From an optimization exercise on the open Yosys and OpenROAD flow, aimed at small area, a short achievable clock period and few clock cycles per item; shortcuts taken in it are not production practice.
Function was checked by simulation only, so behaviour that the tests miss may differ from the original.

job 4108:
Design yuv2rgb_top, start of the top module:
module yuv2rgb_top #(
	parameter int img_width = 320,
	parameter int img_height = 240
) (
	input logic CLOCK_50_I,
	input logic Resetn,
	input logic start,
	input logic [15:0] read_data,
	output logic [15:0] write_data,
	output logic [17:0] address,
	output logic write_en_n,
	output logic done
);
For scale: about 2200 cells after synthesis, ~380 flip-flops, about 55 I/O pins, about 24000 um2 of cells after synthesis.
Settings: LEC_CHECK=0, CAP_MARGIN=80, CORE_MARGIN=2, CORE_UTILIZATION=40, SLEW_MARGIN=80; clock period 11.0 ns.
run.sh (not shown) runs the stock make flow with config.mk's settings and CLKGATE_MAP_FILE= SYNTH_SCRIPT=/design/flow/synth_recipe.tcl, a recipe that flattens the netlist after the stock synthesis.
Testbench counts of job 4108, summed over its fixed seeds: cycles 1,152,162, frames 6.
Edits applied to the flow inputs when going from job 4108 to job 6481:
- changing CAP_MARGIN from 80 to 20
- changing SLEW_MARGIN from 80 to 20
- changing CORE_UTILIZATION from 40 to 60
Results
In the flow results for job 6481 and job 4108, the buffer count excluding the clock tree in the final layout is smaller on job 6481.
Against job 4108 as the reference, job 6481 delivers a lower instance count after placement with tap cells included.
Job 6481 gives less number of global-route vias before repair than job 4108 did.
Cell area | job 6481 vs job 4108 | job 6481 smaller
Changes observed in job 6481 relative to job 4108: count of clock buffers in the final design went up 13%, highest attainable clock frequency saw an increase, minimum setup slack in the final design increased by 0.24 ns relative to the old numbers, cell count now smaller, worst hold slack after final layout ~0 delta.
Job 6481 ends up with a met3 usage that is 1.4 points higher than in job 4108.
The inputs of job 9464 differ from those of job 6481 as listed below.
- a change of CORE_UTILIZATION from 60 to 75
[summary]
Comparing job 6481 and job 9464, the higher wire length of the first global-routing pass was measured on job 9464. | post-detailed-routing wire length | job 9464 vs job 6481 | worse |. Job 9464 vs job 6481, last element of the critical path: pv[5] vs pv[6].

========
Another version of the RTL of yuv2rgb_top (not shown whole).
For scale: roughly 440 flip-flops, roughly 25000 sq um of cells after synthesis.
make LEC_CHECK=0 CAP_MARGIN=20 CORE_MARGIN=2 CORE_UTILIZATION=40 CTS_BUF_LIST='sky130_fd_sc_hd__clkbuf_4 sky130_fd_sc_hd__clkbuf_8' CTS_CLUSTER_SIZE=25 SLEW_MARGIN=20 finish   # period 11.0 ns
The baseline completed without violations.
Testbench counts at the start, summed over its fixed seeds: cycles 1,152,168, frames 6.
Edit:
--- a/flow/config.mk
+++ b/flow/config.mk
@@ -9,5 +9,6 @@
 export CORE_MARGIN = 2
 export CORE_UTILIZATION = 40
-export CTS_BUF_LIST = sky130_fd_sc_hd__clkbuf_4 sky130_fd_sc_hd__clkbuf_8
-export CTS_CLUSTER_SIZE = 25
+export CTS_BUF_LIST = sky130_fd_sc_hd__clkbuf_16
+export CTS_CLUSTER_DIAMETER = 120
+export CTS_CLUSTER_SIZE = 20
 export SLEW_MARGIN = 20
Outcome: Utilization is lower by 1.4 points. Setup slack improves by 0.053 ns. Via count is lower by 2.3%. Hold slack improves by 0.019 ns. First-iteration DRC count is lower by 0.50%. Routed wire length is lower by 1.6%. Register-to-register slack hardly moves.
Edit:
==> flow/flow/run.sh (new file) <==
#!/bin/bash
# Standard layout, with the port buffers made from buf_1 cells instead of the
# default choice (a delay buffer): smaller, and faster to the outputs.
set -e
export BUFFER_PORTS_ARGS="-buffer_cell sky130_fd_sc_hd__buf_1"
bash standard.sh > standard.log 2>&1
==> flow/standard.sh (new file) <==
#!/bin/bash
# synth_recipe.tcl (not shown) runs the flow's synth.tcl, then flattens the netlist and writes it again
# the make line also repeats each setting of config.mk as NAME=value (left out here)
make -C /OpenROAD-flow-scripts/flow DESIGN_CONFIG=/design/flow/config.mk WORK_HOME=/design/flow/orfs CLKGATE_MAP_FILE= SYNTH_SCRIPT=/design/flow/synth_recipe.tcl "${@:-finish}"
--- a/flow/config.mk
+++ b/flow/config.mk
@@ -9,6 +9,3 @@
 export CORE_MARGIN = 2
 export CORE_UTILIZATION = 40
-export CTS_BUF_LIST = sky130_fd_sc_hd__clkbuf_16
-export CTS_CLUSTER_DIAMETER = 120
-export CTS_CLUSTER_SIZE = 20
 export SLEW_MARGIN = 20
removed: flow/run.sh
Outcome: Routed wire length came out higher by 2.1%. Cell count rose by 1.4%. Flip-flop and latch count stays the same. Die area stays the same. Worst setup slack improves by 0.022 ns. Non-clock buffer count rose by 1. Critical path depth rises by 12.

========
Another version of the RTL of yuv2rgb_top (not shown whole).
For scale: roughly 2300 cells after synthesis, roughly 450 flip-flops, ~55 I/O pins.
export LEC_CHECK = 0
export CAP_MARGIN = 20
export CORE_MARGIN = 2
export CORE_UTILIZATION = 40
export CTS_BUF_LIST = sky130_fd_sc_hd__clkbuf_16
export CTS_CLUSTER_DIAMETER = 120
export CTS_CLUSTER_SIZE = 20
export SLEW_MARGIN = 20
create_clock -name core_clock -period 11.0 [get_ports {CLOCK_50_I}]
Stock flow here: none of the scripts above is used.
Testbench counts at the start, summed over its fixed seeds: cycles 1,152,168, frames 6.
Then changed:
==> flow/flow/run.sh (new file) <==
#!/bin/bash
# Standard layout, with the port buffers made from buf_2 cells instead of the
# default choice (a delay buffer): smaller, and faster to the outputs.
set -e
export BUFFER_PORTS_ARGS="-buffer_cell sky130_fd_sc_hd__buf_2"
bash standard.sh > standard.log 2>&1
==> flow/standard.sh (new file) <==
#!/bin/bash
# synth_recipe.tcl (not shown) runs the flow's synth.tcl, then flattens the netlist and writes it again
# the make line also repeats each setting of config.mk as NAME=value (left out here)
make -C /OpenROAD-flow-scripts/flow DESIGN_CONFIG=/design/flow/config.mk WORK_HOME=/design/flow/orfs CLKGATE_MAP_FILE= SYNTH_SCRIPT=/design/flow/synth_recipe.tcl "${@:-finish}"
removed: flow/run.sh
Outcome: The new run ran to the end with no violations. Worst setup slack improves by 670 ps. Sequential share of layout area increases by 0.36 points. Cell count barely changes. Register-to-register slack improves by 760 ps. Clock skew falls by 10 ps. Maximum frequency came out higher by 19%. Synthesized cell count is unchanged. Utilization fell by 0.40 points. Non-clock buffer count is lower by 3.

## afterwards: timing with drivers on the ports
In the flow no input, the clock included, has a driving cell. The finished layouts below were timed again as built, in two steps.
Step 1, drivers: a clkbuf_16 drives CLOCK_50_I and a buf_2 each remaining input, both assumed.
Step 2 times the ports against the registers' clock, not the clock port: input delays grow and output delays shrink by t, the midpoint of the rising clock arrivals with the driver on.
Three values: ideal, step 1, step 2; two values: the first two.
run | t, ns | slack for setup (ns) | latest minus earliest clock arrival (ns) | worst slew at a driven data input, ns | cell pins on the clock port's net
job 4108 | 0.616 | 6.182 / 6.182 / 6.182 | 0.019 / 0.020 | 0.04 | 1
job 6481 | 0.634 | 6.426 / 6.426 / 6.426 | 0.037 / 0.036 | 0.04 | 1
job 9464 | 0.618 | 6.447 / 6.447 / 6.447 | 0.024 / 0.024 | 0.05 | 1
the first run of note 2 | 0.696 | 7.238 / 7.182 / 7.340 | 0.024 / 0.024 | 0.03 | 1
the second run of note 2 | 0.621 | 7.292 / 7.238 / 7.340 | 0.020 / 0.020 | 0.03 | 1
the third run of note 2 | 0.639 | 7.313 / 7.313 / 7.313 | 0.017 / 0.017 | 0.05 | 1
the first run of note 3 | 0.640 | 6.791 / 6.791 / 6.791 | 0.037 / 0.036 | 0.04 | 1
the second run of note 3 | 0.633 | 7.458 / 7.400 / 7.553 | 0.028 / 0.029 | 0.11 | 1
After both steps setup and hold are still met in every run listed.
